This is an optimization exercise on Yosys and OpenROAD, whose aim is small area, a short achievable clock period and few clock cycles per item, not a production implementation.
Where RTL was checked, it was by simulation tests only, not by an equivalence proof against the original.
For runs 3 and 4, only the layout was checked, not whether the RTL still works.

===== flow/config.mk =====
export PLATFORM = sky130hd
export DESIGN_NAME = sad_disparity_core
export DESIGN_NICKNAME = sad_disparity_core
export VERILOG_FILES = /design/flow/design.v
export SDC_FILE = /design/flow/constraint.sdc
export NUM_CORES = 4
export LEC_CHECK = 0
export CAP_MARGIN = 20
export CORE_MARGIN = 2
export CORE_UTILIZATION = 70
export SLEW_MARGIN = 20

===== flow/constraint.sdc =====
create_clock -name core_clock -period 30.0 [get_ports {clk}]
set_input_delay 6.0000 -clock core_clock [delete_from_list [all_inputs] [get_ports {clk}]]
set_output_delay 6.0000 -clock core_clock [all_outputs]
set_load 0.01 [all_outputs]

===== flow/design.v =====
`timescale 1ns/1ps
`default_nettype none
module sad_disparity_core #(
    parameter int CAMERA_HSIZE   = 100,
    parameter int CAMERA_VSIZE   = 100,
    parameter int PIXEL_WIDTH    = 8,
    parameter int MAX_DISP       = 16,
    parameter int WIN_SIZE       = 5,
    parameter int BUF_ADDR_WIDTH = 32,
    parameter int DISP_WIDTH     = 4,
    localparam int COST_WIDTH    = PIXEL_WIDTH + $clog2(WIN_SIZE) + 1
) (
    input  logic                      clk,
    input  logic                      rst_n,
    input  logic                      frame_start,
    output logic [BUF_ADDR_WIDTH-1:0] buf_raddr,
    output logic                      buf_rready,
    input  logic                      buf_rvalid,
    input  logic [PIXEL_WIDTH-1:0]    buf_rdata_l,
    input  logic [PIXEL_WIDTH-1:0]    buf_rdata_r,
    output logic [DISP_WIDTH-1:0]     disp_out,
    output logic                      disp_valid,
    input  logic                      disp_ready,
    output logic                      sad_done
);
    localparam int PW      = PIXEL_WIDTH;
    localparam int NUM_PIX = CAMERA_HSIZE * CAMERA_VSIZE;
    localparam int AW      = $clog2(NUM_PIX);
    localparam int XW      = $clog2(CAMERA_HSIZE);
    localparam int SW      = $clog2(WIN_SIZE * ((1 << PW) - 1) + 1);   
    localparam int NRH     = MAX_DISP + WIN_SIZE;                       
    localparam int NLH     = WIN_SIZE + 1;                              
    localparam int CAP     = 6;                                         
    localparam int FD      = CAP - 1;                                   
    localparam int FPW     = $clog2(FD);
    localparam int FLN     = NRH + 1;                                   
    localparam int FLW     = $clog2(FLN + 1);
    logic [FLW-1:0]   fl_cnt;
    logic             flush;
    logic             running;
    logic             reading;
    logic             rr;
    logic [AW-1:0]    addr;
    logic [AW-1:0]    addr_inc;
    logic             addr_last;
    logic [2:0]       cnt;
    logic             iv;
    logic             dv;            
    logic             done_q;
    assign flush      = (fl_cnt != FLW'(FLN));
    assign buf_rready = rr;
    assign buf_raddr  = BUF_ADDR_WIDTH'(addr);
    assign addr_last  = (addr == AW'(NUM_PIX - 1));
    assign addr_inc   = addr_last ? '0 : addr + 1'b1;
    assign sad_done   = done_q;
    logic [2:0] cnt_a, cnt_b;
    logic       cred_a, cred_b;      
    logic       rr_nb, rr_b;         
    logic       done_b;
    assign cnt_a  = cnt + iv;
    assign cnt_b  = cnt + iv - dv;
    assign cred_a = (cnt_a <= 3'(CAP - 2));
    assign cred_b = (cnt_b <= 3'(CAP - 2));
    assign done_b = running & ~reading & ~iv & dv & (cnt == 3'd1);
    always_comb begin
        logic cred;
        cred = disp_ready ? cred_b : cred_a;
        if (reading) begin
            rr_nb = cred & ~flush;
            rr_b  = cred & ~flush & ~addr_last;
        end else begin
            rr_nb = cred & ~flush & ~running & frame_start;
            rr_b  = rr_nb;
        end
    end
    always_ff @(posedge clk or negedge rst_n) begin
        if (!rst_n) begin
            fl_cnt  <= '0;
            running <= 1'b0;
            reading <= 1'b0;
            rr      <= 1'b0;
            cnt     <= '0;
            iv      <= 1'b0;
            done_q  <= 1'b0;
        end else begin
            if (flush) fl_cnt <= fl_cnt + 1'b1;
            if (buf_rvalid & rr) begin
                rr      <= rr_b;
                reading <= ~addr_last;
                iv      <= 1'b1;
            end else begin
                rr      <= rr_nb;
                reading <= reading | (~running & frame_start);
                iv      <= 1'b0;
            end
            cnt     <= disp_ready ? cnt_b : cnt_a;
            done_q  <= disp_ready & done_b;
            if (done_q)                        running <= 1'b0;
            else if (~running & frame_start)   running <= 1'b1;
        end
    end
    always_ff @(posedge clk) begin
        if (flush)                addr <= '0;
        else if (buf_rvalid & rr) addr <= addr_inc;
    end
    logic [PW-1:0] iln, ir;
    always_ff @(posedge clk) begin
        iln <= flush ? '1 : ~buf_rdata_l;
        ir  <= flush ? '0 : buf_rdata_r;
    end
    logic [PW-1:0] lhn [NLH];
    logic [PW-1:0] rh  [NRH];
    logic          hist_en;
    assign hist_en = iv | flush;
    logic [PW-1:0] lt0, lt5;
    always_ff @(posedge clk) begin
        if (hist_en) begin
            lt0 <= ~iln;
            lt5 <= ~lhn[WIN_SIZE-1];
        end
    end
    always_ff @(posedge clk) begin
        if (hist_en) begin
            lhn[0] <= iln;
            rh[0]  <= ir;
            for (int j = 1; j < NLH; j++) lhn[j] <= lhn[j-1];
            for (int j = 1; j < NRH; j++) rh[j]  <= rh[j-1];
        end
    end
    function automatic logic carry_out(input logic [PW-1:0] x, input logic [PW-1:0] y);
        logic c;
        c = 1'b0;
        for (int i = 0; i < PW; i++) c = (x[i] & y[i]) | (x[i] & c) | (y[i] & c);
        carry_out = c;
    endfunction
    logic [MAX_DISP-1:0] sg1, sg2;
    always_ff @(posedge clk) begin
        for (int d = 0; d < MAX_DISP; d++) begin
            sg1[d] <= ~carry_out((d == 0) ? ir : rh[(d == 0) ? 0 : d - 1], iln);
            sg2[d] <= ~carry_out(rh[d + WIN_SIZE - 1], lhn[WIN_SIZE - 1]);
        end
    end
    logic          pend;              
    logic [SW-1:0] s  [MAX_DISP];
    logic [SW-1:0] s_nxt [MAX_DISP];
    logic          sv;
    logic [XW-1:0] scol;
    always_comb begin
        logic [PW-1:0] b, e, an, cn;
        logic [PW:0]   cy1, cy2;
        logic [PW-1:0] t1, t2, m1, m2;
        logic          s1, s2;
        logic [SW-1:0] y, z, sm, cr, q;
        logic [SW:0]   cf;
        for (int d = 0; d < MAX_DISP; d++) begin
            an = (d < MAX_DISP / 2) ? lhn[0]        : ~lt0;
            cn = (d < MAX_DISP / 2) ? lhn[WIN_SIZE] : ~lt5;
            b  = rh[d];
            e  = rh[d + WIN_SIZE];
            s1 = sg1[d];
            s2 = sg2[d];
            cy1[0] = 1'b0;
            cy2[0] = 1'b0;
            for (int i = 0; i < PW; i++) begin
                t1[i]    = b[i] ^ an[i] ^ cy1[i];
                cy1[i+1] = (b[i] & an[i]) | (b[i] & cy1[i]) | (an[i] & cy1[i]);
                t2[i]    = e[i] ^ cn[i] ^ cy2[i];
                cy2[i+1] = (e[i] & cn[i]) | (e[i] & cy2[i]) | (cn[i] & cy2[i]);
            end
            m1 = t1 ^ {PW{s1}};
            m2 = t2 ^ {PW{~s2}};
            y  = SW'(m1);
            z  = {{(SW-PW){1'b1}}, m2};
            for (int i = 0; i < SW; i++) begin
                sm[i] = s[d][i] ^ y[i] ^ z[i];
                cr[i] = (s[d][i] & y[i]) | (s[d][i] & z[i]) | (y[i] & z[i]);
            end
            q = {cr[SW-2:0], ~s1};
            cf[0] = s2;
            for (int i = 0; i < SW; i++) begin
                s_nxt[d][i] = sm[i] ^ q[i] ^ cf[i];
                cf[i+1]     = (sm[i] & q[i]) | (sm[i] & cf[i]) | (q[i] & cf[i]);
            end
        end
    end
    always_ff @(posedge clk) begin
        for (int d = 0; d < MAX_DISP; d++) begin
            if (flush)     s[d] <= '0;
            else if (pend) s[d] <= s_nxt[d];
        end
    end
    always_ff @(posedge clk or negedge rst_n) begin
        if (!rst_n) begin
            pend <= 1'b0;
            sv   <= 1'b0;
            scol <= XW'(CAMERA_HSIZE - 1);
        end else begin
            pend <= iv;
            sv   <= pend;
            if (pend) scol <= (scol == XW'(CAMERA_HSIZE - 1)) ? '0 : scol + 1'b1;
        end
    end
    logic [MAX_DISP-1:0] vd;       
    always_comb begin
        for (int d = 0; d < MAX_DISP; d++) vd[d] = (int'(scol) >= d + WIN_SIZE - 1);
    end
    function automatic logic less(input logic [SW-1:0] a, input logic [SW-1:0] b);
        logic c;
        c = 1'b0;
        for (int i = 0; i < SW; i++) c = (~a[i] & b[i]) | (~a[i] & c) | (b[i] & c);
        less = c;
    endfunction
    logic [SW-1:0] w1v [8];
    logic          w1i [8];
    logic [SW-1:0] w2v [4];
    logic [1:0]    w2i [4];
    logic [SW-1:0] w3v [2];
    logic [2:0]    w3i [2];
    always_comb begin
        logic sel;
        for (int k = 0; k < 8; k++) begin
            sel    = vd[2*k+1] & less(s[2*k+1], s[2*k]);
            w1v[k] = sel ? s[2*k+1] : s[2*k];
            w1i[k] = sel;
        end
        for (int j = 0; j < 4; j++) begin
            sel    = vd[4*j+2] & less(w1v[2*j+1], w1v[2*j]);
            w2v[j] = sel ? w1v[2*j+1] : w1v[2*j];
            w2i[j] = sel ? {1'b1, w1i[2*j+1]} : {1'b0, w1i[2*j]};
        end
        for (int i = 0; i < 2; i++) begin
            sel    = vd[8*i+4] & less(w2v[2*i+1], w2v[2*i]);
            w3v[i] = sel ? w2v[2*i+1] : w2v[2*i];
            w3i[i] = sel ? {1'b1, w2i[2*i+1]} : {1'b0, w2i[2*i]};
        end
    end
    logic [SW-1:0] av [2];
    logic [2:0]    ai [2];
    logic          a_v8;
    logic          a_vld;
    always_ff @(posedge clk) begin
        for (int i = 0; i < 2; i++) begin
            av[i] <= w3v[i];
            ai[i] <= w3i[i];
        end
        a_v8 <= vd[8];
    end
    always_ff @(posedge clk or negedge rst_n) begin
        if (!rst_n) a_vld <= 1'b0;
        else        a_vld <= sv;
    end
    logic [DISP_WIDTH-1:0] pd;
    logic [SW-1:0]         pc;
    always_comb begin
        logic s4;
        s4 = a_v8 & less(av[1], av[0]);
        pd = DISP_WIDTH'(s4 ? {1'b1, ai[1]} : {1'b0, ai[0]});
        pc = s4 ? av[1] : av[0];
    end
    localparam int OW = DISP_WIDTH;
    logic [OW-1:0] pword;
    assign pword = pd;
    logic [OW-1:0]  fifo [FD];
    logic [FPW-1:0] wp, rp;
    logic [FPW:0]   fcnt;
    logic           f_empty;
    logic [OW-1:0]  oword;
    logic           dvn;             
    assign dv      = ~dvn;
    assign f_empty = (fcnt == '0);
    always_ff @(posedge clk) begin
        if (a_vld) fifo[wp] <= pword;
    end
    function automatic logic [FPW-1:0] ptr_inc(input logic [FPW-1:0] p, input logic en);
        if (!en)                      ptr_inc = p;
        else if (p == FPW'(FD - 1))   ptr_inc = '0;
        else                          ptr_inc = p + 1'b1;
    endfunction
    logic [FPW-1:0] rp_0, rp_1, wp_0, wp_1;
    logic [FPW:0]   fcnt_0, fcnt_1;
    logic           dv_0, dv_1;
    logic [OW-1:0]  ow_0, ow_1;
    always_comb begin
        logic load0, take0, push0, take1, push1;
        logic [OW-1:0] head;
        head  = f_empty ? pword : fifo[rp];
        take1 = ~f_empty;
        push1 = a_vld & ~f_empty;
        load0 = ~dv;
        take0 = load0 & ~f_empty;
        push0 = a_vld & ~(load0 & f_empty);
        rp_1   = ptr_inc(rp, take1);
        rp_0   = ptr_inc(rp, take0);
        wp_1   = ptr_inc(wp, push1);
        wp_0   = ptr_inc(wp, push0);
        fcnt_1 = fcnt + (FPW+1)'(push1) - (FPW+1)'(take1);
        fcnt_0 = fcnt + (FPW+1)'(push0) - (FPW+1)'(take0);
        dv_1   = ~f_empty | a_vld;
        dv_0   = dv | ~f_empty | a_vld;
        ow_1   = head;
        ow_0   = dv ? oword : head;
    end
    always_ff @(posedge clk or negedge rst_n) begin
        if (!rst_n) begin
            wp         <= '0;
            rp         <= '0;
            fcnt       <= '0;
            disp_valid <= 1'b0;
            dvn        <= 1'b1;
        end else begin
            wp         <= disp_ready ? wp_1   : wp_0;
            rp         <= disp_ready ? rp_1   : rp_0;
            fcnt       <= disp_ready ? fcnt_1 : fcnt_0;
            disp_valid <= disp_ready ? dv_1   : dv_0;
            dvn        <= disp_ready ? ~dv_1  : ~dv_0;
        end
    end
    always_ff @(posedge clk) begin
        oword <= disp_ready ? ow_1 : ow_0;
    end
    assign disp_out  = oword;
endmodule
`default_nettype wire

===== flow/flow/run.sh =====
#!/bin/bash
# The standard layout (standard.sh, all ORFS steps unchanged) with two differences:
#  - the buffers that global placement puts on every input and output port are
#    sky130_fd_sc_hd__buf_2 instead of the delay cell buffer_ports picks by default;
#  - clock tree synthesis runs without dummy loads (sink clusters of at most 24 flip-flops within 70 um).
# make's full output goes to standard.log; each ORFS step keeps its own log under orfs/logs.
set -euo pipefail
export BUFFER_PORTS_ARGS="-buffer_cell sky130_fd_sc_hd__buf_2"
export CTS_ARGS="-sink_clustering_enable -repair_clock_nets -sink_clustering_size 24 -sink_clustering_max_diameter 70 -dont_use_dummy_load"
bash standard.sh > standard.log 2>&1

===== flow/standard.sh =====
#!/bin/bash
# synth_recipe.tcl (not shown) runs the flow's synth.tcl, then flattens the netlist and writes it again
# the make line also repeats each setting of config.mk as NAME=value (left out here)
make -C /OpenROAD-flow-scripts/flow DESIGN_CONFIG=/design/flow/config.mk WORK_HOME=/design/flow/orfs CLKGATE_MAP_FILE= SYNTH_SCRIPT=/design/flow/synth_recipe.tcl "${@:-finish}"

==> out/qor.json, run 1 <==
{
  "post_cts.resized_instances": {"value": 0},
  "grt_setup_unrepaired": {"value": "no"},
  "tightest_pin_transition": {"value": 1090, "unit": "ps"},
  "number_of_hold_violations_in_the_final_report": {"value": 0},
  "critical_path_arrival": {"value": 1230, "unit": "ps"},
  "cts-htree-levels": {"value": 2},
  "post_cts_hold_buffer_count": {"value": 0},
  "ys_types": {"value": 95},
  "clock_path_buffers": {"value": 3},
  "required_arrival_time_at_the_worst_endpoint": {"value": 24000, "unit": "ps"},
  "yosys_warnings": {"value": 13},
  "tritoncts_num_sinks": {"value": 558},
  "gp_congestion": {"value": 1.00},
  "final_slew_viol_count": {"value": 0},
  "worstPathCellList": {"value": "buf_2"},
  "wl_per_cell": {"value": 24.7, "unit": "um"},
  "detailedRoute.firstIterationViolations": {"value": 3035},
  "timing.slew.headroom": {"value": 0.274},
  "die_width": {"value": 243, "unit": "um"},
  "layout-area-overhead-vs-synth": {"value": 3.99, "unit": "%"},
  "post_synth_main_area_contributors": {"value": "fa_1, edfxtp_1, dfxtp_1"},
  "antenna_violating_nets_post_route": {"value": 0},
  "synth.most_common_cell": {"value": "fa_1"},
  "startpoint_type": {"value": "flip-flop"},
  "setup_viol_count_final": {"value": 0},
  "post_route_cells_drive_above_1_share": {"value": 0.0512},
  "timing.hold.worst.class": {"value": "reg -> reg"},
  "design.portCount": {"value": 60},
  "max_freq": {"value": 138, "unit": "MHz"},
  "cts_setup_buffers": {"value": 0},
  "synthesis.area_per_instance": {"value": 11.2, "unit": "sq um"},
  "tritoncts.num_buffers": {"value": 40},
  "pin_count_of_the_biggest_net_entering_global_routing": {"value": 200},
  "drt-pass1-iter-count": {"value": 7},
  "synth_largest_area_cell": {"value": "fa_1"},
  "post_synth_instance_area": {"value": 0.0401, "unit": "sq mm"},
  "n_antenna_cell": {"value": 0},
  "initial_core_utilization": {"value": 0.710},
  "final.fill_count": {"value": 3856},
  "clock_tree.root_cell": {"value": "clkbuf_16"},
  "ys_seq_area_frac": {"value": 0.347},
  "route.detailed.drc": {"value": 0},
  "synth_top_cells_by_count": {"value": "fa_1, inv_1, nor2_1"},
  "count_of_flip_flops_with_a_built_in_enable_after_synthesis": {"value": 256},
  "grt_antenna_before_repair": {"value": 0},
  "die-height": {"value": 243, "unit": "um"},
  "crit_buf_inv": {"value": 1},
  "critical_path.slowest_cell": {"value": "dfxtp_1"},
  "fin_crit": {"value": 7230, "unit": "ps"},
  "endpoint_kind_of_the_worst_setup_timing_path": {"value": "output port"},
  "synthFlopType": {"value": "dfxtp_1"},
  "fin_nets": {"value": 4075},
  "route.final.wire_length": {"value": 105000, "unit": "um"},
  "critical_path_class": {"value": "reg -> out"},
  "timing.critical_path.slowest_cell_delay": {"value": 460, "unit": "ps"},
  "timing.clock.skew": {"value": 63.2, "unit": "ps"},
  "timing.critical_path.fanout_max": {"value": 7},
  "row_count": {"value": 87},
  "core_area": {"value": 0.0565, "unit": "sq mm"},
  "detailroute.via_count": {"value": 27000},
  "grt_pass1_wl": {"value": 162000, "unit": "um"},
  "tns": {"value": 0, "unit": "ps"},
  "synthArstFlopShare": {"value": 0.0627},
  "grt-ovfl-total": {"value": 0},
  "die_area": {"value": 0.0592, "unit": "sq mm"},
  "cts_tree": {"value": "built"},
  "port_buffers": {"value": 41},
  "via_count_of_the_first_global_routing_pass": {"value": 27000},
  "synth_top_area_frac": {"value": 0.241},
  "grt.total_usage": {"value": 0.362},
  "max-cap-violations": {"value": 0},
  "place_hpwl": {"value": 81700, "unit": "um"},
  "status": {"value": "complete, no violations"},
  "clk_transition_reported_paths": {"value": 90, "unit": "ps"},
  "number_of_instances_in_the_synthesized_netlist": {"value": 3579},
  "clock_insertion_delay_worst_skew": {"value": 600, "unit": "ps"},
  "synth-seq-cells": {"value": 558},
  "min_period_over_period": {"value": 0.241},
  "dr_vias_cell": {"value": 6.32},
  "timing.critical_path.max_delay_family": {"value": "flip-flops"}
}
-- state kept, by name, summed over array words and instances (netlist names), 6 cells and up --
| signal | count |
|---|---|
| ai | 6 |
| sg1 | 16 |
| lt5 | 8 |
| sg2 | 16 |
| lt0 | 8 |
| s | 176 |
| ir | 8 |
| rh | 168 |
| fifo | 20 |
| lhn | 48 |
| iln | 8 |
| av | 22 |
| scol | 7 |
| addr | 14 |
-- cell usage in the layout, fill, tap and decap left out, drive strengths merged, types with 15 or more instances in the layout --
cell type	count
mux2i	209
nand2b	33
o21ai	109
nand2	167
nor2b	44
conb	18
nor3	28
edfxtp	256
mux2	42
dfxtp	267
a21oi	192
ha	53
a22oi	15
clkbuf	40
xnor2	206
nand3	42
nor2	272
fa	482
buf	57
a2bb2oi	31
o22ai	23
a211oi	45
inv	360
maj3	114
xor2	169
dfrtp	30
-- routing by layer --
metal | vias to the layer above | wire [um] | global-route usage
met5 | - | 0 | 0
met4 | 0 | 2340 | 0.0857
met3 | 163 | 12900 | 0.114
met2 | 1336 | 45500 | 0.521
met1 | 13600 | 44600 | 0.541
li1 | 11900 | - | -
-- final timing paths --
path / cells past startpoint / to / start / slack, ps
min in group asynchronous: 1 / fcnt[1] / rst_n / 5490
hold reg to reg: 0 / a_vld / sv / 360
setup reg to reg: 20 / s[11][10] / lt0[0] / 23070
setup / recovery: 1 / buf_raddr[5] / addr[5] / 22770
max in group asynchronous: 1 / pend / rst_n / 23910
hold / removal: 0 / a_vld / sv / 360
-- layout make-up --
cell class	count	area (sq um)	area share
Clock buffer	40	1000	0.0240
Inverter	360	1350	0.0324
Sequential cell	558	13900	0.334
Tap cell	756	946	0.0227
Timing Repair Buffer	57	354	0.00849
Multi-Input combinational cell	2502	24100	0.579
-- stage by stage --
step           setup WS, ps  hold WS, ps  cell area [sq um]  std cells   util
2_1_floorplan         23120          331              40200       3596      -
3_3_place_gp          22720          332              40700       4233  0.720
3_5_place_dp          22690          342              40700       4233  0.720
4_1_cts               22750          363              41700       4273  0.738
5_1_grt               22660          383              41700       4273  0.738
6_report              22770          362              41700       4273  0.738
-- logic make-up (layout without fill, tap and decap cells) --
group | Yosys count | count (layout) | synth area share
AOI/OAI and AO/OA | 545 | 545 | 0.0889
xor gates and xnor gates | 375 | 375 | 0.0819
adders and majority gates | 649 | 649 | 0.286
buffers and inverters | 536 | 457 | 0.0536
DFF | 558 | 558 | 0.347
muxes | 255 | 255 | 0.0663
other | 1 | 18 | 0.0000935
and+or+nand+nor | 660 | 660 | 0.0762
Testbench counts, summed over its fixed seeds: cycles 120,164, pixels 120,000.
==> run 2, diff against run 1 <==
--- a/flow/flow/run.sh
+++ b/flow/flow/run.sh
@@ -3,5 +3,5 @@
 #  - the buffers that global placement puts on every input and output port are
 #    sky130_fd_sc_hd__buf_2 instead of the delay cell buffer_ports picks by default;
-#  - clock tree synthesis runs without dummy loads (sink clusters of at most 24 flip-flops within 70 um).
+#  - clock tree synthesis runs without dummy loads (same clustering as config.mk asks for).
 # make's full output goes to standard.log; each ORFS step keeps its own log under orfs/logs.
 set -euo pipefail
--- a/flow/config.mk
+++ b/flow/config.mk
@@ -8,4 +8,6 @@
 export CAP_MARGIN = 20
 export CORE_MARGIN = 2
-export CORE_UTILIZATION = 70
+export CORE_UTILIZATION = 60
+export CTS_CLUSTER_DIAMETER = 70
+export CTS_CLUSTER_SIZE = 24
 export SLEW_MARGIN = 20
==> run 2 against run 1 <==
Effect of this change: fmax increased by 0.11%; via count decreased by 1.8%; critical path depth unchanged; cell area increased by 0.37%; first-iteration DRC count decreased by 11%; critical endpoint unchanged; highest routed layer unchanged.
==> out/qor.json, run 2 <==
{
  "ys_types": {"value": 95, "change": "unchanged"},
  "crit_buf_inv": {"value": 1, "change": "unchanged"},
  "mostFrequentLayoutCell": {"value": "fa_1", "change": "unchanged"},
  "n_antenna_cell": {"value": 0, "change": "unchanged"},
  "timing.critical_path.slowest_cell_delay": {"value": 450, "unit": "ps", "change": "was 460 ps"},
  "worstPathCellList": {"value": "buf_2", "change": "unchanged"},
  "setup_viol_count_final": {"value": 0, "change": "unchanged"},
  "grt.total_usage": {"value": 0.314, "change": "was 0.362"},
  "max-cap-violations": {"value": 0, "change": "unchanged"},
  "synth.most_common_cell": {"value": "fa_1", "change": "unchanged"},
  "timing.clock.skew": {"value": 44.6, "unit": "ps", "change": "was 63.2 ps"},
  "number_of_hold_violations_in_the_final_report": {"value": 0, "change": "unchanged"},
  "clock_path_buffers": {"value": 3, "change": "unchanged"},
  "gp_congestion": {"value": 0.980, "change": "was 1.00"},
  "place_ws": {"value": 22650, "unit": "ps", "change": "was 22690 ps"},
  "timing.critical_path.max_delay_family": {"value": "flip-flops", "change": "unchanged"},
  "largest_register": {"value": "s", "change": "unchanged"},
  "antenna_violating_nets_post_route": {"value": 0, "change": "unchanged"},
  "timing.hold.worst.class": {"value": "reg -> reg", "change": "unchanged"},
  "layout-area-overhead-vs-synth": {"value": 4.37, "unit": "%", "change": "was 3.99%"},
  "critical_path.slowest_cell": {"value": "dfxtp_1", "change": "unchanged"},
  "largest_register_ffs": {"value": 176, "change": "unchanged"},
  "post_synth_main_area_contributors": {"value": "fa_1, edfxtp_1, dfxtp_1", "change": "unchanged"},
  "synth_largest_area_cell": {"value": "fa_1", "change": "unchanged"},
  "tightest_pin_transition": {"value": 1140, "unit": "ps", "change": "was 1090 ps"},
  "die_area": {"value": 0.0689, "unit": "sq mm", "change": "was 0.0592 sq mm"},
  "post_cts.resized_instances": {"value": 0, "change": "unchanged"},
  "postLayoutCellArea": {"value": 0.0418, "unit": "sq mm", "change": "was 0.0417 sq mm"},
  "initial_core_utilization": {"value": 0.608, "change": "was 0.710"},
  "final.fill_count": {"value": 5237, "change": "was 3856"},
  "total_cell_area_at_the_placement_stage": {"value": 0.0408, "unit": "sq mm", "change": "was 0.0407 sq mm"},
  "pin_count_of_the_biggest_net_entering_global_routing": {"value": 174, "change": "was 200"},
  "cts_tree": {"value": "built", "change": "unchanged"},
  "synthFlopType": {"value": "dfxtp_1", "change": "unchanged"},
  "fin_crit": {"value": 7220, "unit": "ps", "change": "was 7230 ps"},
  "drt-pass1-iter-count": {"value": 6, "change": "was 7"},
  "layout_setup_ws": {"value": 22780, "unit": "ps", "change": "was 22770 ps"},
  "required_arrival_time_at_the_worst_endpoint": {"value": 24000, "unit": "ps", "change": "about the same"},
  "synth_top_area_frac": {"value": 0.241, "change": "unchanged"},
  "status": {"value": "complete, no violations", "change": "unchanged"},
  "timing.slew.headroom": {"value": 0.239, "change": "was 0.274"},
  "cts_setup_buffers": {"value": 0, "change": "unchanged"},
  "hold_ws": {"value": 350, "unit": "ps", "change": "was 362 ps"},
  "synthArstFlopShare": {"value": 0.0627, "change": "unchanged"},
  "max_freq": {"value": 138, "unit": "MHz", "change": "about the same"},
  "synthesis.area_per_instance": {"value": 11.2, "unit": "sq um", "change": "unchanged"},
  "tritoncts_num_sinks": {"value": 558, "change": "unchanged"},
  "clock_tree.root_cell": {"value": "clkbuf_16", "change": "unchanged"},
  "count_of_flip_flops_with_a_built_in_enable_after_synthesis": {"value": 256, "change": "unchanged"},
  "multi_input_area": {"value": 0.0241, "unit": "sq mm", "change": "unchanged"},
  "grt_pass1_wl": {"value": 164000, "unit": "um", "change": "was 162000 um"},
  "layout_common_cells": {"value": "fa_1, inv_1, nor2_1, dfxtp_1, edfxtp_1", "change": "unchanged"},
  "yosys_warnings": {"value": 13, "change": "unchanged"},
  "min_period_over_period": {"value": 0.241, "change": "about the same"},
  "startpoint_type": {"value": "flip-flop", "change": "unchanged"},
  "critical_path_class": {"value": "reg -> out", "change": "unchanged"},
  "critical_path_arrival": {"value": 1220, "unit": "ps", "change": "was 1230 ps"},
  "die-height": {"value": 262, "unit": "um", "change": "was 243 um"},
  "place_hpwl": {"value": 83700, "unit": "um", "change": "was 81700 um"},
  "top_regs": {"value": "s: 176 flops, rh: 168 flops, lhn: 48 flops", "change": "unchanged"},
  "dr_vias_cell": {"value": 6.05, "change": "was 6.32"},
  "final_slew_viol_count": {"value": 0, "change": "unchanged"},
  "timing.critical_path.fanout_max": {"value": 7, "change": "unchanged"},
  "design.portCount": {"value": 60, "change": "unchanged"},
  "clock_insertion_delay_worst_skew": {"value": 600, "unit": "ps", "change": "about the same"},
  "post_synth_instance_area": {"value": 0.0401, "unit": "sq mm", "change": "unchanged"},
  "post_route_cells_drive_above_1_share": {"value": 0.0520, "change": "was 0.0512"},
  "ys_seq_area_frac": {"value": 0.347, "change": "unchanged"},
  "post_cts_hold_buffer_count": {"value": 0, "change": "unchanged"},
  "clk_transition_reported_paths": {"value": 80, "unit": "ps", "change": "was 90 ps"},
  "route.final.wire_length": {"value": 107000, "unit": "um", "change": "was 105000 um"},
  "cts-htree-levels": {"value": 2, "change": "unchanged"},
  "grt_antenna_before_repair": {"value": 0, "change": "unchanged"},
  "detailroute.via_count": {"value": 26500, "change": "was 27000"},
  "port_buffers": {"value": 41, "change": "unchanged"},
  "fin_nets": {"value": 4077, "change": "was 4075"},
  "wl_per_cell": {"value": 24.4, "unit": "um", "change": "was 24.7 um"},
  "tns": {"value": 0, "unit": "ps", "change": "unchanged"},
  "number_of_instances_in_the_synthesized_netlist": {"value": 3579, "change": "unchanged"},
  "row_count": {"value": 94, "change": "was 87"},
  "grt-ovfl-total": {"value": 0, "change": "unchanged"},
  "route.detailed.drc": {"value": 0, "change": "unchanged"},
  "core_area": {"value": 0.0660, "unit": "sq mm", "change": "was 0.0565 sq mm"},
  "storage_cell_area": {"value": 0.0139, "unit": "sq mm", "change": "about the same"},
  "tritoncts.num_buffers": {"value": 41, "change": "was 40"},
  "grt_setup_unrepaired": {"value": "no", "change": "unchanged"},
  "synth_top_cells_by_count": {"value": "fa_1, inv_1, nor2_1", "change": "unchanged"},
  "via_count_of_the_first_global_routing_pass": {"value": 26200, "change": "was 27000"},
  "endpoint_kind_of_the_worst_setup_timing_path": {"value": "output port", "change": "unchanged"},
  "synth-seq-cells": {"value": 558, "change": "unchanged"},
  "die_width": {"value": 262, "unit": "um", "change": "was 243 um"},
  "detailedRoute.firstIterationViolations": {"value": 2716, "change": "was 3035"}
}
-- run 2: cell counts after synthesis --
Identical to the previous run, type by type.
-- run 2: layout make-up --
type,count,area share
repair buffers,58,0.00825
well taps,864,0.0258
flip-flops and latches,558,0.333
clock buffers,41,0.0245
multi-input cells,2502,0.576
inverters,360,0.0323
-- run 2: cell families (layout without fill, tap and decap cells) --
kind of cell,count (synthesis),after routing,synth area share
flip-flops,558,558,0.347
buffers and inverters,536,459,0.0536
AND/OR/NAND/NOR,660,660,0.0762
other,1,18,0.0000935
adder cells (fa/ha/maj),649,649,0.286
multiplexers,255,255,0.0663
XOR/XNOR,375,375,0.0819
AO/OA/AOI/OAI,545,545,0.0889
-- run 2: routing by layer --
layer  up-vias  part of all wire  global-route usage
met1     13500              0.46               0.485
met4         0             0.017              0.0586
met3       117             0.097              0.0774
li1      11900                 -                   -
met2      1036              0.42               0.452
met5         -                 0                   0
-- run 2: worst paths after layout --
check                                to  slack [ps]     from  depth (start not counted)
setup / recovery           buf_raddr[5]       22780  addr[5]                          1
hold / removal                    a_vld         350       sv                          0
setup reg to reg              s[13][10]       23070   lt5[0]                         20
hold reg to reg                   a_vld         350       sv                          0
max in group asynchronous          pend       23930    rst_n                          1
min in group asynchronous     fl_cnt[4]        5500    rst_n                          1
-- run 2: metrics by stage --
| stage | std cells | utilization |
|---|---|---|
| 2_1_floorplan | 3596 | - |
| 3_3_place_gp | 4342 | 0.618 |
| 3_5_place_dp | 4342 | 0.618 |
| 4_1_cts | 4383 | 0.634 |
| 5_1_grt | 4383 | 0.634 |
| 6_report | 4383 | 0.634 |
==> run 3, diff against run 2 <==
--- a/flow/design.v
+++ b/flow/design.v
@@ -43,5 +43,5 @@
     logic [AW-1:0]    addr;
     logic [AW-1:0]    addr_inc;
-    logic             addr_last;
+    logic             addr_last;     
     logic [2:0]       cnt;
     logic             iv;
@@ -51,5 +51,4 @@
     assign buf_rready = rr;
     assign buf_raddr  = BUF_ADDR_WIDTH'(addr);
-    assign addr_last  = (addr == AW'(NUM_PIX - 1));
     assign addr_inc   = addr_last ? '0 : addr + 1'b1;
     assign sad_done   = done_q;
@@ -101,6 +100,11 @@
     end
     always_ff @(posedge clk) begin
-        if (flush)                addr <= '0;
-        else if (buf_rvalid & rr) addr <= addr_inc;
+        if (flush) begin
+            addr      <= '0;
+            addr_last <= 1'b0;
+        end else if (buf_rvalid & rr) begin
+            addr      <= addr_inc;
+            addr_last <= (addr_inc == AW'(NUM_PIX - 1));
+        end
     end
     logic [PW-1:0] iln, ir;
==> run 3 against run 2 <==
Effect of this change: still clean; clock skew is 47 ps higher; hold slack better by 17 ps; via count rose by 1.3%; sequential share of layout area is 0.32 points lower; area after synthesis rose by 1.0%; worst setup slack got worse by 160 ps; cell area increased by 1.1%; non-clock buffer count decreased by 2; synthesized cell count is 1.5% higher; first-iteration DRC count fell by 2.9%; cell count up 1.2%; highest routed layer unchanged.
==> out/qor.json, run 3 <==
{
  "ys_seq_area_frac": {"value": 0.344, "change": "was 0.347"},
  "grt-ovfl-total": {"value": 0, "change": "unchanged"},
  "count_of_flip_flops_with_a_built_in_enable_after_synthesis": {"value": 256, "change": "unchanged"},
  "place_ws": {"value": 22000, "unit": "ps", "change": "was 22650 ps"},
  "clock_tree.root_cell": {"value": "clkbuf_16", "change": "unchanged"},
  "initial_core_utilization": {"value": 0.604, "change": "was 0.608"},
  "post_route_cells_drive_above_1_share": {"value": 0.0564, "change": "was 0.0520"},
  "share_of_the_synthesized_area_in_compound_gates_ao_oa_aoi_oai": {"value": 0.100, "change": "was 0.0889"},
  "synth-adder-area-share": {"value": 0.280, "change": "was 0.286"},
  "grt.total_usage": {"value": 0.316, "change": "was 0.314"},
  "row_count": {"value": 95, "change": "was 94"},
  "port_buffers": {"value": 41, "change": "unchanged"},
  "tightest_pin_transition": {"value": 1150, "unit": "ps", "change": "was 1140 ps"},
  "synth-seq-cells": {"value": 559, "change": "was 558"},
  "hp-start": {"value": "sv", "change": "unchanged"},
  "cts_tree": {"value": "built", "change": "unchanged"},
  "antenna_violating_nets_post_route": {"value": 0, "change": "unchanged"},
  "number_of_hold_violations_in_the_final_report": {"value": 0, "change": "unchanged"},
  "multi_input_area": {"value": 0.0244, "unit": "sq mm", "change": "was 0.0241 sq mm"},
  "clk_transition_reported_paths": {"value": 70, "unit": "ps", "change": "was 80 ps"},
  "timing.hold.worst.class": {"value": "reg -> reg", "change": "unchanged"},
  "hold_ws": {"value": 367, "unit": "ps", "change": "was 350 ps"},
  "number_of_instances_in_the_synthesized_netlist": {"value": 3634, "change": "was 3579"},
  "worstPathCellList": {"value": "buf_2, nand2_1, inv_1, nand2b_1, nor2_1, nand4b_1, nor4_1, nand4_1, a21oi_1", "change": "was buf_2"},
  "route.final.wire_length": {"value": 109000, "unit": "um", "change": "was 107000 um"},
  "top_regs": {"value": "s: 176 flops, rh: 168 flops, lhn: 48 flops", "change": "unchanged"},
  "layout_setup_ws": {"value": 22620, "unit": "ps", "change": "was 22780 ps"},
  "grt_antenna_before_repair": {"value": 0, "change": "unchanged"},
  "total_cell_area_at_the_placement_stage": {"value": 0.0412, "unit": "sq mm", "change": "was 0.0408 sq mm"},
  "worst_setup_path_startpoint": {"value": "buf_rvalid", "change": "was addr[5]"},
  "status": {"value": "complete, no violations", "change": "unchanged"},
  "max-cap-violations": {"value": 0, "change": "unchanged"},
  "min_period_over_period": {"value": 0.246, "change": "was 0.241"},
  "postLayoutCellArea": {"value": 0.0423, "unit": "sq mm", "change": "was 0.0418 sq mm"},
  "tritoncts_num_sinks": {"value": 559, "change": "was 558"},
  "critical_path.slowest_cell": {"value": "inv_1", "change": "was dfxtp_1"},
  "grt_pass1_wl": {"value": 166000, "unit": "um", "change": "was 164000 um"},
  "dr_vias_cell": {"value": 6.05, "change": "about the same"},
  "clock_insertion_delay_worst_skew": {"value": 640, "unit": "ps", "change": "was 600 ps"},
  "synth_largest_area_cell": {"value": "fa_1", "change": "unchanged"},
  "design.portCount": {"value": 60, "change": "unchanged"},
  "synthFlopType": {"value": "dfxtp_1", "change": "unchanged"},
  "post_synth_main_area_contributors": {"value": "fa_1, edfxtp_1, dfxtp_1", "change": "unchanged"},
  "count_of_placed_standard_cells_including_taps": {"value": 4392, "change": "was 4342"},
  "wl_per_cell": {"value": 24.5, "unit": "um", "change": "was 24.4 um"},
  "synth_top_cells_by_count": {"value": "fa_1, inv_1, nor2_1", "change": "unchanged"},
  "detailroute.via_count": {"value": 26800, "change": "was 26500"},
  "layout_common_cells": {"value": "fa_1, inv_1, nor2_1, dfxtp_1, edfxtp_1", "change": "unchanged"},
  "endpoint_kind_of_the_worst_setup_timing_path": {"value": "flip-flop", "change": "was output port"},
  "synth.most_common_cell": {"value": "fa_1", "change": "unchanged"},
  "route.detailed.drc": {"value": 0, "change": "unchanged"},
  "startpoint_type": {"value": "input port", "change": "was flip-flop"},
  "pin_count_of_the_biggest_net_entering_global_routing": {"value": 196, "change": "was 174"},
  "yosys_warnings": {"value": 13, "change": "unchanged"},
  "synth_top_area_frac": {"value": 0.238, "change": "was 0.241"},
  "ys_types": {"value": 97, "change": "was 95"},
  "layout-area-overhead-vs-synth": {"value": 4.43, "unit": "%", "change": "was 4.37%"},
  "synth_top_family_by_area": {"value": "adder cells", "change": "unchanged"},
  "clock_path_buffers": {"value": 3, "change": "unchanged"},
  "setup_viol_count_final": {"value": 0, "change": "unchanged"},
  "die_area": {"value": 0.0696, "unit": "sq mm", "change": "was 0.0689 sq mm"},
  "cts_setup_buffers": {"value": 0, "change": "unchanged"},
  "drt-pass1-iter-count": {"value": 6, "change": "unchanged"},
  "mux_share_of_post_synthesis_cell_area": {"value": 0.0658, "change": "was 0.0663"},
  "mostFrequentLayoutCell": {"value": "fa_1", "change": "unchanged"},
  "max_freq": {"value": 135, "unit": "MHz", "change": "was 138 MHz"},
  "cts-htree-levels": {"value": 2, "change": "unchanged"},
  "die-height": {"value": 264, "unit": "um", "change": "was 262 um"},
  "post_cts.resized_instances": {"value": 0, "change": "unchanged"},
  "synthesis.area_per_instance": {"value": 11.1, "unit": "sq um", "change": "was 11.2 sq um"},
  "holdPathStages": {"value": 0, "change": "unchanged"},
  "final.fill_count": {"value": 5338, "change": "was 5237"},
  "post_cts_hold_buffer_count": {"value": 0, "change": "unchanged"},
  "timing.critical_path.fanout_max": {"value": 13, "change": "was 7"},
  "xor_xnor_share_of_the_synthesized_area": {"value": 0.0800, "change": "was 0.0819"},
  "r2r_slack": {"value": 23040, "unit": "ps", "change": "was 23070 ps"},
  "largest_register": {"value": "s", "change": "unchanged"},
  "grt_setup_unrepaired": {"value": "no", "change": "unchanged"},
  "post_synth_instance_area": {"value": 0.0405, "unit": "sq mm", "change": "was 0.0401 sq mm"},
  "timing.clock.skew": {"value": 91.3, "unit": "ps", "change": "was 44.6 ps"},
  "fin_nets": {"value": 4122, "change": "was 4077"},
  "synthSimpleGateAreaFrac": {"value": 0.0745, "change": "was 0.0762"},
  "critical_path_arrival": {"value": 7880, "unit": "ps", "change": "was 1220 ps"},
  "tns": {"value": 0, "unit": "ps", "change": "unchanged"},
  "via_count_of_the_first_global_routing_pass": {"value": 26800, "change": "was 26200"},
  "tritoncts.num_buffers": {"value": 45, "change": "was 41"},
  "core_area": {"value": 0.0670, "unit": "sq mm", "change": "was 0.0660 sq mm"},
  "fin_cells": {"value": 4437, "change": "was 4383"},
  "regToRegStartpoint": {"value": "lt5[0]", "change": "unchanged"},
  "largest_register_ffs": {"value": 176, "change": "unchanged"},
  "synthArstFlopShare": {"value": 0.0626, "change": "was 0.0627"},
  "detailedRoute.firstIterationViolations": {"value": 2638, "change": "was 2716"},
  "place_hpwl": {"value": 83800, "unit": "um", "change": "was 83700 um"},
  "timing.slew.headroom": {"value": 0.234, "change": "was 0.239"},
  "fin_crit": {"value": 7380, "unit": "ps", "change": "was 7220 ps"},
  "ff2ff_path_depth": {"value": 20, "change": "unchanged"},
  "die_width": {"value": 264, "unit": "um", "change": "was 262 um"},
  "required_arrival_time_at_the_worst_endpoint": {"value": 30500, "unit": "ps", "change": "was 24000 ps"},
  "timing.critical_path.slowest_cell_delay": {"value": 410, "unit": "ps", "change": "was 450 ps"},
  "n_antenna_cell": {"value": 0, "change": "unchanged"},
  "storage_cell_area": {"value": 0.0139, "unit": "sq mm", "change": "about the same"},
  "critical_path_class": {"value": "in -> reg", "change": "was reg -> out"},
  "gp_congestion": {"value": 0.991, "change": "was 0.980"},
  "final_slew_viol_count": {"value": 0, "change": "unchanged"}
}
run 3: cell types whose count changed in the layout (fill, tap and decap cells not counted), moves of 9 or more:
cell | previous run | this run
a21oi_1 | 189 | 208
maj3_1 | 110 | 98
mux2_1 | 5 | 17
mux2i_1 | 209 | 198
nand2_1 | 167 | 157
nand2b_1 | 32 | 46
o211ai_2 | 0 | 13
o21ai_0 | 103 | 112
run 3: stage by stage:
| step | util |
|---|---|
| 2_1_floorplan | - |
| 3_3_place_gp | 0.614 |
| 3_5_place_dp | 0.614 |
| 4_1_cts | 0.631 |
| 5_1_grt | 0.631 |
| 6_report | 0.631 |
run 3: metal layers:
metal | routed length [um] | GRT usage | vias to the layer above
li1 | - | - | 12000
met1 | 49900 | 0.484 | 13700
met2 | 47200 | 0.468 | 979
met3 | 9420 | 0.0690 | 146
met5 | 0 | 0 | -
met4 | 2040 | 0.0614 | 0
run 3: critical path: cells and delay by family:
family                 cells  cell delay [ps]
and+or+nand+nor            6             1230
AOI/OAI and AO/OA          1              160
buffers and inverters      2              480
run 3: cell families (layout without fill, tap and decap cells):
group	after synthesis	after routing
AND/OR/NAND/NOR	658	658
adder cells (fa/ha/maj)	639	639
XOR/XNOR	370	370
buffers and inverters	550	463
AO/OA/AOI/OAI	603	603
multiplexers	254	254
flip-flops	559	559
other	1	18
run 3: path summary, 6_finish.rpt:
kind,end
worst max-delay path,addr_last
worst min-delay path,a_vld
max in group asynchronous,pend
worst max register to register,s[11][10]
worst min register to register,a_vld
min in group asynchronous,scol[4]
run 3: final cells by class:
cell class / instances / area share
clock buffer: 45 / 0.0266
inverter: 362 / 0.0321
multi-input combinational: 2542 / 0.578
sequential: 559 / 0.330
tap: 873 / 0.0258
timing repair buffer: 56 / 0.00810
==> run 4, diff against run 3 <==
--- a/flow/config.mk
+++ b/flow/config.mk
@@ -8,5 +8,5 @@
 export CAP_MARGIN = 20
 export CORE_MARGIN = 2
-export CORE_UTILIZATION = 60
+export CORE_UTILIZATION = 70
 export CTS_CLUSTER_DIAMETER = 70
 export CTS_CLUSTER_SIZE = 24
==> run 4 against run 3 <==
Effect of this change: fmax is essentially flat; critical endpoint unchanged; cell count shrank 2.5%; still clean.
==> out/qor.json, run 4 <==
{
  "status": {"value": "complete, no violations", "change": "unchanged"},
  "synth-seq-cells": {"value": 559, "change": "unchanged"},
  "top_regs": {"value": "s: 176 flops, rh: 168 flops, lhn: 48 flops", "change": "unchanged"},
  "post_synth_main_area_contributors": {"value": "fa_1, edfxtp_1, dfxtp_1", "change": "unchanged"},
  "die_width": {"value": 245, "unit": "um", "change": "was 264 um"},
  "cts-htree-levels": {"value": 2, "change": "unchanged"},
  "post_cts_hold_buffer_count": {"value": 0, "change": "unchanged"},
  "synthFlopType": {"value": "dfxtp_1", "change": "unchanged"},
  "mostFrequentLayoutCell": {"value": "fa_1", "change": "unchanged"},
  "synthArstFlopShare": {"value": 0.0626, "change": "unchanged"},
  "detailedRoute.firstIterationViolations": {"value": 2661, "change": "was 2638"},
  "tritoncts_num_sinks": {"value": 559, "change": "unchanged"},
  "via_count_of_the_first_global_routing_pass": {"value": 27300, "change": "was 26800"},
  "top_layer_used": {"value": "met4", "change": "unchanged"},
  "ys_seq_area_frac": {"value": 0.344, "change": "unchanged"},
  "critical_path_class": {"value": "in -> reg", "change": "unchanged"},
  "critical_path_arrival": {"value": 7870, "unit": "ps", "change": "was 7880 ps"},
  "number_of_hold_violations_in_the_final_report": {"value": 0, "change": "unchanged"},
  "initial_core_utilization": {"value": 0.705, "change": "was 0.604"},
  "pin_count_of_the_biggest_net_entering_global_routing": {"value": 191, "change": "was 196"},
  "post_route_cells_drive_above_1_share": {"value": 0.0554, "change": "was 0.0564"},
  "core_area": {"value": 0.0575, "unit": "sq mm", "change": "was 0.0670 sq mm"},
  "total_cell_area_at_the_placement_stage": {"value": 0.0410, "unit": "sq mm", "change": "was 0.0412 sq mm"},
  "grt_pass1_wl": {"value": 163000, "unit": "um", "change": "was 166000 um"},
  "ys_types": {"value": 97, "change": "unchanged"},
  "die-height": {"value": 245, "unit": "um", "change": "was 264 um"},
  "timing.hold.worst.class": {"value": "reg -> reg", "change": "unchanged"},
  "synth_top_area_frac": {"value": 0.238, "change": "unchanged"},
  "route.layer.met1.wl": {"value": 43800, "unit": "um", "change": "was 49900 um"},
  "fin_nets": {"value": 4117, "change": "was 4122"},
  "wl_met3": {"value": 12500, "unit": "um", "change": "was 9420 um"},
  "detailroute.via_count": {"value": 27200, "change": "was 26800"},
  "number_of_instances_in_the_synthesized_netlist": {"value": 3634, "change": "unchanged"},
  "synth_largest_area_cell": {"value": "fa_1", "change": "unchanged"},
  "port_buffers": {"value": 41, "change": "unchanged"},
  "grt_antenna_before_repair": {"value": 0, "change": "unchanged"},
  "fin_crit": {"value": 7380, "unit": "ps", "change": "about the same"},
  "timing.slew.headroom": {"value": 0.257, "change": "was 0.234"},
  "clk_transition_reported_paths": {"value": 80, "unit": "ps", "change": "was 70 ps"},
  "largest_register": {"value": "s", "change": "unchanged"},
  "tns": {"value": 0, "unit": "ps", "change": "unchanged"},
  "cts_setup_buffers": {"value": 0, "change": "unchanged"},
  "grt_setup_unrepaired": {"value": "no", "change": "unchanged"},
  "setup_viol_count_final": {"value": 0, "change": "unchanged"},
  "layout_common_cells": {"value": "fa_1, inv_1, nor2_1, dfxtp_1, edfxtp_1", "change": "unchanged"},
  "die_area": {"value": 0.0598, "unit": "sq mm", "change": "was 0.0696 sq mm"},
  "met2RoutedLength": {"value": 46300, "unit": "um", "change": "was 47200 um"},
  "required_arrival_time_at_the_worst_endpoint": {"value": 30490, "unit": "ps", "change": "was 30500 ps"},
  "tightest_pin_transition": {"value": 1110, "unit": "ps", "change": "was 1150 ps"},
  "route.final.wire_length": {"value": 105000, "unit": "um", "change": "was 109000 um"},
  "synth_top_cells_by_count": {"value": "fa_1, inv_1, nor2_1", "change": "unchanged"},
  "layout-area-overhead-vs-synth": {"value": 3.80, "unit": "%", "change": "was 4.43%"},
  "route.detailed.drc": {"value": 0, "change": "unchanged"},
  "endpoint_kind_of_the_worst_setup_timing_path": {"value": "flip-flop", "change": "unchanged"},
  "n_antenna_cell": {"value": 0, "change": "unchanged"},
  "post_cts.resized_instances": {"value": 0, "change": "unchanged"},
  "yosys_warnings": {"value": 13, "change": "unchanged"},
  "drt-pass1-iter-count": {"value": 8, "change": "was 6"},
  "place_hpwl": {"value": 81400, "unit": "um", "change": "was 83800 um"},
  "timing.critical_path.fanout_max": {"value": 13, "change": "unchanged"},
  "antenna_violating_nets_post_route": {"value": 0, "change": "unchanged"},
  "postLayoutCellArea": {"value": 0.0420, "unit": "sq mm", "change": "was 0.0423 sq mm"},
  "clock_tree.root_cell": {"value": "clkbuf_16", "change": "unchanged"},
  "count_of_flip_flops_with_a_built_in_enable_after_synthesis": {"value": 256, "change": "unchanged"},
  "wl_per_cell": {"value": 24.3, "unit": "um", "change": "was 24.5 um"},
  "clock_path_buffers": {"value": 3, "change": "unchanged"},
  "post_synth_instance_area": {"value": 0.0405, "unit": "sq mm", "change": "unchanged"},
  "design.portCount": {"value": 60, "change": "unchanged"},
  "gp_congestion": {"value": 0.980, "change": "was 0.991"},
  "max_freq": {"value": 136, "unit": "MHz", "change": "was 135 MHz"},
  "tritoncts.num_buffers": {"value": 40, "change": "was 45"},
  "largest_register_ffs": {"value": 176, "change": "unchanged"},
  "row_count": {"value": 88, "change": "was 95"},
  "max-cap-violations": {"value": 0, "change": "unchanged"},
  "synth.most_common_cell": {"value": "fa_1", "change": "unchanged"},
  "startpoint_type": {"value": "input port", "change": "unchanged"},
  "grt.total_usage": {"value": 0.361, "change": "was 0.316"},
  "clock_insertion_delay_worst_skew": {"value": 610, "unit": "ps", "change": "was 640 ps"},
  "grt-ovfl-total": {"value": 0, "change": "unchanged"},
  "final_slew_viol_count": {"value": 0, "change": "unchanged"},
  "synthesis.area_per_instance": {"value": 11.1, "unit": "sq um", "change": "unchanged"},
  "cts_tree": {"value": "built", "change": "unchanged"},
  "min_period_over_period": {"value": 0.246, "change": "about the same"},
  "timing.clock.skew": {"value": 60.3, "unit": "ps", "change": "was 91.3 ps"},
  "dr_vias_cell": {"value": 6.29, "change": "was 6.05"}
}
run 4: area by class of cell:
class / count / area [sq um]
Clock buffer: 40 / 1000
Fill cell: 4049 / 15400
Inverter: 362 / 1360
Multi-Input combinational cell: 2542 / 24400
Sequential cell: 559 / 13900
Tap cell: 765 / 957
Timing Repair Buffer: 56 / 363
run 4: stage by stage:
stage	utilization	setup WS, ps	cells	hold WS [ps]
after floorplan	-	22960	3651	331
after global placement	0.713	22160	4283	337
after detailed placement	0.713	22070	4283	339
after CTS	0.731	22660	4323	358
after global routing	0.731	22470	4324	370
final	0.731	22620	4324	354
run 4: final timing paths:
path	endpoint	slack, ps	from	cells after the start
setup / recovery	addr_last	22620	buf_rvalid	9
hold reg to reg	a_vld	350	sv	0
min in group asynchronous	scol[4]	5470	rst_n	1
max in group asynchronous	pend	23950	rst_n	1
hold / removal	a_vld	350	sv	0
setup reg to reg	s[12][10]	23100	lt5[0]	20
run 4: cell families after synthesis:
group	Yosys count	synth area share
and+or+nand+nor	658	0.0745
adders and majority gates	639	0.280
AOI/OAI and AO/OA	603	0.100
DFF	559	0.344
buffers and inverters	550	0.0549
xor gates and xnor gates	370	0.0800
muxes	254	0.0658
other	1	0.0000926
run 4: per-layer routing:
metal	vias to the layer above	GRT usage
met2	1289	0.535
li1	12000	-
met1	13700	0.529
met4	0	0.0818
met3	170	0.111
met5	-	0
run 4: critical path, stage by stage:
cell and delay (ps):
buf_2 80, nand2_1 240, inv_1 400, nand2b_1 290
nor2_1 230, nand4b_1 120, nor4_1 240, nand4_1 130
a21oi_1 140
==> run 5, diff against run 4 <==
--- a/flow/design.v
+++ b/flow/design.v
@@ -43,5 +43,5 @@
     logic [AW-1:0]    addr;
     logic [AW-1:0]    addr_inc;
-    logic             addr_last;     
+    logic             addr_last;
     logic [2:0]       cnt;
     logic             iv;
@@ -51,4 +51,5 @@
     assign buf_rready = rr;
     assign buf_raddr  = BUF_ADDR_WIDTH'(addr);
+    assign addr_last  = (addr == AW'(NUM_PIX - 1));
     assign addr_inc   = addr_last ? '0 : addr + 1'b1;
     assign sad_done   = done_q;
@@ -100,11 +101,6 @@
     end
     always_ff @(posedge clk) begin
-        if (flush) begin
-            addr      <= '0;
-            addr_last <= 1'b0;
-        end else if (buf_rvalid & rr) begin
-            addr      <= addr_inc;
-            addr_last <= (addr_inc == AW'(NUM_PIX - 1));
-        end
+        if (flush)                addr <= '0;
+        else if (buf_rvalid & rr) addr <= addr_inc;
     end
     logic [PW-1:0] iln, ir;
==> flow/flow/run.sh (replaced) <==
#!/bin/bash
# The standard layout (standard.sh, all ORFS steps unchanged) with two differences:
#  - the buffers that global placement puts on every input and output port are
#    sky130_fd_sc_hd__buf_2 instead of the delay cell buffer_ports picks by default;
#  - clock tree synthesis runs without dummy loads (sink clusters of at most 30 flip-flops within 60 um).
# make's full output goes to standard.log; each ORFS step keeps its own log under orfs/logs.
set -euo pipefail
export BUFFER_PORTS_ARGS="-buffer_cell sky130_fd_sc_hd__buf_2"
export CTS_ARGS="-sink_clustering_enable -repair_clock_nets -sink_clustering_size 30 -sink_clustering_max_diameter 60 -dont_use_dummy_load"
bash standard.sh > standard.log 2>&1
--- a/flow/config.mk
+++ b/flow/config.mk
@@ -8,6 +8,4 @@
 export CAP_MARGIN = 20
 export CORE_MARGIN = 2
-export CORE_UTILIZATION = 70
-export CTS_CLUSTER_DIAMETER = 70
-export CTS_CLUSTER_SIZE = 24
+export CORE_UTILIZATION = 60
 export SLEW_MARGIN = 20
==> run 5 against run 4 <==
Effect of this change: critical path type is now reg -> out; area after synthesis is 1.0% lower; fmax is 2.0% higher; first-iteration DRC count is 8.3% higher; via count is 2.0% lower.
==> out/qor.json, run 5 <==
{
  "via_count_of_the_first_global_routing_pass": {"value": 26200, "change": "was 27300"},
  "drt-pass1-iter-count": {"value": 7, "change": "was 8"},
  "critical_path_arrival": {"value": 1230, "unit": "ps", "change": "was 7870 ps"},
  "fin_crit": {"value": 7230, "unit": "ps", "change": "was 7380 ps"},
  "wl_per_cell": {"value": 24.5, "unit": "um", "change": "was 24.3 um"},
  "critical_path_class": {"value": "reg -> out", "change": "was in -> reg"},
  "post_synth_instance_area": {"value": 0.0401, "unit": "sq mm", "change": "was 0.0405 sq mm"},
  "pin_count_of_the_biggest_net_entering_global_routing": {"value": 174, "change": "was 191"},
  "die-height": {"value": 262, "unit": "um", "change": "was 245 um"},
  "synthesis.area_per_instance": {"value": 11.2, "unit": "sq um", "change": "was 11.1 sq um"},
  "route.final.wire_length": {"value": 108000, "unit": "um", "change": "was 105000 um"},
  "timing.slew.headroom": {"value": 0.232, "change": "was 0.257"},
  "route.detailed.drc": {"value": 0, "change": "unchanged"},
  "synthArstFlopShare": {"value": 0.0627, "change": "was 0.0626"},
  "fin_nets": {"value": 4085, "change": "was 4117"},
  "startpoint_type": {"value": "flip-flop", "change": "was input port"},
  "synth_top_cells_by_count": {"value": "fa_1, inv_1, nor2_1", "change": "unchanged"},
  "crit_buf_inv": {"value": 1, "change": "was 2"},
  "number_of_instances_in_the_synthesized_netlist": {"value": 3579, "change": "was 3634"},
  "post_route_cells_drive_above_1_share": {"value": 0.0542, "change": "was 0.0554"},
  "hold_path_end": {"value": "a_vld", "change": "unchanged"},
  "timing.critical_path.max_delay_family": {"value": "flip-flops", "change": "was simple AND/OR/NAND/NOR gates"},
  "largest_register_ffs": {"value": 176, "change": "unchanged"},
  "synth.most_common_cell": {"value": "fa_1", "change": "unchanged"},
  "grt_pass1_wl": {"value": 164000, "unit": "um", "change": "was 163000 um"},
  "clock_path_buffers": {"value": 3, "change": "unchanged"},
  "count_of_placed_standard_cells_including_taps": {"value": 4342, "change": "was 4283"},
  "r2r_slack": {"value": 23030, "unit": "ps", "change": "was 23100 ps"},
  "critical_path.slowest_cell": {"value": "dfxtp_1", "change": "was inv_1"},
  "regToRegStartpoint": {"value": "lt0[0]", "change": "was lt5[0]"},
  "ff2ff_path_depth": {"value": 20, "change": "unchanged"},
  "post_synth_main_area_contributors": {"value": "fa_1, edfxtp_1, dfxtp_1", "change": "unchanged"},
  "mostFrequentLayoutCell": {"value": "fa_1", "change": "unchanged"},
  "tightest_pin_transition": {"value": 1150, "unit": "ps", "change": "was 1110 ps"},
  "postLayoutCellArea": {"value": 0.0420, "unit": "sq mm", "change": "about the same"},
  "ys_types": {"value": 95, "change": "was 97"},
  "cts_tree": {"value": "built", "change": "unchanged"},
  "r2r_end": {"value": "s[13][10]", "change": "was s[12][10]"},
  "final_slew_viol_count": {"value": 0, "change": "unchanged"},
  "status": {"value": "complete, no violations", "change": "unchanged"},
  "n_antenna_cell": {"value": 0, "change": "unchanged"},
  "initial_core_utilization": {"value": 0.608, "change": "was 0.705"},
  "cts-htree-levels": {"value": 2, "change": "unchanged"},
  "grt_antenna_before_repair": {"value": 0, "change": "unchanged"},
  "clk_transition_reported_paths": {"value": 70, "unit": "ps", "change": "was 80 ps"},
  "timing.critical_path.fanout_max": {"value": 7, "change": "was 13"},
  "hp-start": {"value": "sv", "change": "unchanged"},
  "count_of_flip_flops_with_a_built_in_enable_after_synthesis": {"value": 256, "change": "unchanged"},
  "detailroute.via_count": {"value": 26600, "change": "was 27200"},
  "detailedRoute.firstIterationViolations": {"value": 2883, "change": "was 2661"},
  "required_arrival_time_at_the_worst_endpoint": {"value": 24000, "unit": "ps", "change": "was 30490 ps"},
  "gp_congestion": {"value": 0.980, "change": "about the same"},
  "row_count": {"value": 94, "change": "was 88"},
  "synthFlopType": {"value": "dfxtp_1", "change": "unchanged"},
  "clock_insertion_delay_worst_skew": {"value": 620, "unit": "ps", "change": "was 610 ps"},
  "timing.clock.skew": {"value": 59.6, "unit": "ps", "change": "was 60.3 ps"},
  "largest_register": {"value": "s", "change": "unchanged"},
  "antenna_violating_nets_post_route": {"value": 0, "change": "unchanged"},
  "design.portCount": {"value": 60, "change": "unchanged"},
  "dr_vias_cell": {"value": 6.07, "change": "was 6.29"},
  "yosys_warnings": {"value": 13, "change": "unchanged"},
  "core_area": {"value": 0.0660, "unit": "sq mm", "change": "was 0.0575 sq mm"},
  "setup_viol_count_final": {"value": 0, "change": "unchanged"},
  "clock_tree.root_cell": {"value": "clkbuf_16", "change": "unchanged"},
  "layout_common_cells": {"value": "fa_1, inv_1, nor2_1, dfxtp_1, edfxtp_1", "change": "unchanged"},
  "max_freq": {"value": 138, "unit": "MHz", "change": "was 136 MHz"},
  "ys_seq_area_frac": {"value": 0.347, "change": "was 0.344"},
  "post_cts.resized_instances": {"value": 0, "change": "unchanged"},
  "place_hpwl": {"value": 83700, "unit": "um", "change": "was 81400 um"},
  "timing.critical_path.slowest_cell_delay": {"value": 450, "unit": "ps", "change": "was 400 ps"},
  "port_buffers": {"value": 41, "change": "unchanged"},
  "layout-area-overhead-vs-synth": {"value": 4.87, "unit": "%", "change": "was 3.80%"},
  "number_of_hold_violations_in_the_final_report": {"value": 0, "change": "unchanged"},
  "max-cap-violations": {"value": 0, "change": "unchanged"},
  "tns": {"value": 0, "unit": "ps", "change": "unchanged"},
  "tritoncts_num_sinks": {"value": 558, "change": "was 559"},
  "holdPathStages": {"value": 0, "change": "unchanged"},
  "synth_largest_area_cell": {"value": "fa_1", "change": "unchanged"},
  "synth_top_area_frac": {"value": 0.241, "change": "was 0.238"},
  "die_area": {"value": 0.0689, "unit": "sq mm", "change": "was 0.0598 sq mm"},
  "die_width": {"value": 262, "unit": "um", "change": "was 245 um"},
  "fin_cells": {"value": 4391, "change": "was 4324"},
  "synth-seq-cells": {"value": 558, "change": "was 559"},
  "tritoncts.num_buffers": {"value": 49, "change": "was 40"},
  "endpoint_kind_of_the_worst_setup_timing_path": {"value": "output port", "change": "was flip-flop"},
  "total_cell_area_at_the_placement_stage": {"value": 0.0408, "unit": "sq mm", "change": "was 0.0410 sq mm"},
  "grt.total_usage": {"value": 0.315, "change": "was 0.361"},
  "worstPathCellList": {"value": "buf_2", "change": "was buf_2, nand2_1, inv_1, nand2b_1, nor2_1, nand4b_1, nor4_1, nand4_1, a21oi_1"},
  "post_cts_hold_buffer_count": {"value": 0, "change": "unchanged"},
  "min_period_over_period": {"value": 0.241, "change": "was 0.246"},
  "top_regs": {"value": "s: 176 flops, rh: 168 flops, lhn: 48 flops", "change": "unchanged"},
  "grt-ovfl-total": {"value": 0, "change": "unchanged"},
  "grt_setup_unrepaired": {"value": "no", "change": "unchanged"},
  "timing.hold.worst.class": {"value": "reg -> reg", "change": "unchanged"},
  "cts_setup_buffers": {"value": 0, "change": "unchanged"}
}
[run 5: cell types whose count changed after synthesis, moves of 10 or more]
cell,delta
clkbuf_1,-10
maj3_1,+12
a21oi_1,-19
nand2_1,+10
nand2b_1,-14
mux2i_1,+11
o211ai_2,-13
mux2_1,-12
[run 5: per-stage QoR]
stage / hold WS (ps) / setup slack [ps] / utilization
after floorplan: 331 / 23120 / -
after global placement: 333 / 22700 / 0.618
after detailed placement: 335 / 22650 / 0.618
after CTS: 351 / 22730 / 0.637
after global routing: 377 / 22710 / 0.637
final: 350 / 22770 / 0.637
[run 5: cells by family after synthesis]
group           after synthesis  synth area share
simple gates                660            0.0762
fa+ha+maj                   649             0.286
flops                       558             0.347
compound gates              545            0.0889
buf+inv                     536            0.0536
xor+xnor                    375            0.0819
mux                         255            0.0663
other cells                   1         0.0000935
[run 5: worst max-delay path by stage]
stage / start / depth (start not counted) / slack, ps / to
2_1_floorplan: buf_rvalid / 6 / 23120 / addr[7]
3_3_place_gp: buf_rvalid / 6 / 22700 / addr[9]
3_5_place_dp: disp_ready / 4 / 22650 / wp[1]
4_1_cts: addr[5] / 1 / 22730 / buf_raddr[5]
5_1_grt: addr[6] / 1 / 22710 / buf_raddr[6]
6_report: addr[6] / 1 / 22770 / buf_raddr[6]
[run 5: layout make-up]
cell class	instances	area, sq um
multi-input cells	2502	24100
fillers	5212	23900
flip-flops and latches	558	13900
inverters	360	1350
clock buffers	49	1230
well taps	864	1080
repair buffers	58	345
[run 5: per-layer routing]
metal,GRT usage,vias to the layer above,part of all wire,wire length (um)
met5,0,-,0,0
met4,0.0607,0,0.018,1960
met3,0.0735,138,0.094,10100
met2,0.450,1043,0.42,45500
met1,0.491,13600,0.46,50000
li1,-,11900,-,-
[run 5: worst reg2reg max path, cell delays in order, from the launching register on]
cell and delay (ps):
edfxtp_1 370, inv_1 380, ha_1 250, inv_1 60, fa_1 450, xnor2_1 200, fa_1 470, fa_1 410
fa_1 520, fa_1 490, fa_1 460, fa_1 470, fa_1 470, fa_1 560, fa_1 450, inv_1 100
fa_1 210, xor2_1 180, nand2_1 90, xor2_1 180, nor2_1 50
Testbench counts of run 5, summed over its fixed seeds: cycles 120,164, pixels 120,000.

[static timing again, ports no longer ideal]
Ports are ideal in the flow. The routed layouts listed here were re-timed in OpenROAD. Step 1, drivers: a clkbuf_16 drives clk and a buf_2 each remaining input, both assumed. Step 2, shift: input delay + t, output delay - t, t = (earliest + latest rising clock arrival at the registers) / 2. This alone moves slack from input paths to output paths. Slacks: ideal ports / drivers / drivers and shift; pairs: ideal ports / drivers.
run | t, ns | setup WS [ns] | hold slack, ns
run 1 | 0.633 | 22.768 / 22.703 / 22.685 | 0.362 / 0.362 / 0.362
run 2 | 0.646 | 22.776 / 22.709 / 22.627 | 0.350 / 0.350 / 0.350
run 3 | 0.657 | 22.617 / 22.660 / 22.003 | 0.367 / 0.367 / 0.367
run 4 | 0.654 | 22.623 / 22.659 / 22.015 | 0.354 / 0.354 / 0.354
run 5 | 0.653 | 22.767 / 22.701 / 22.655 | 0.350 / 0.350 / 0.350
After both steps setup and hold are still met in every run listed. The setup slack of run 3, which loses most, moves by +0.043 ns with the drivers and by -0.614 ns with both steps.
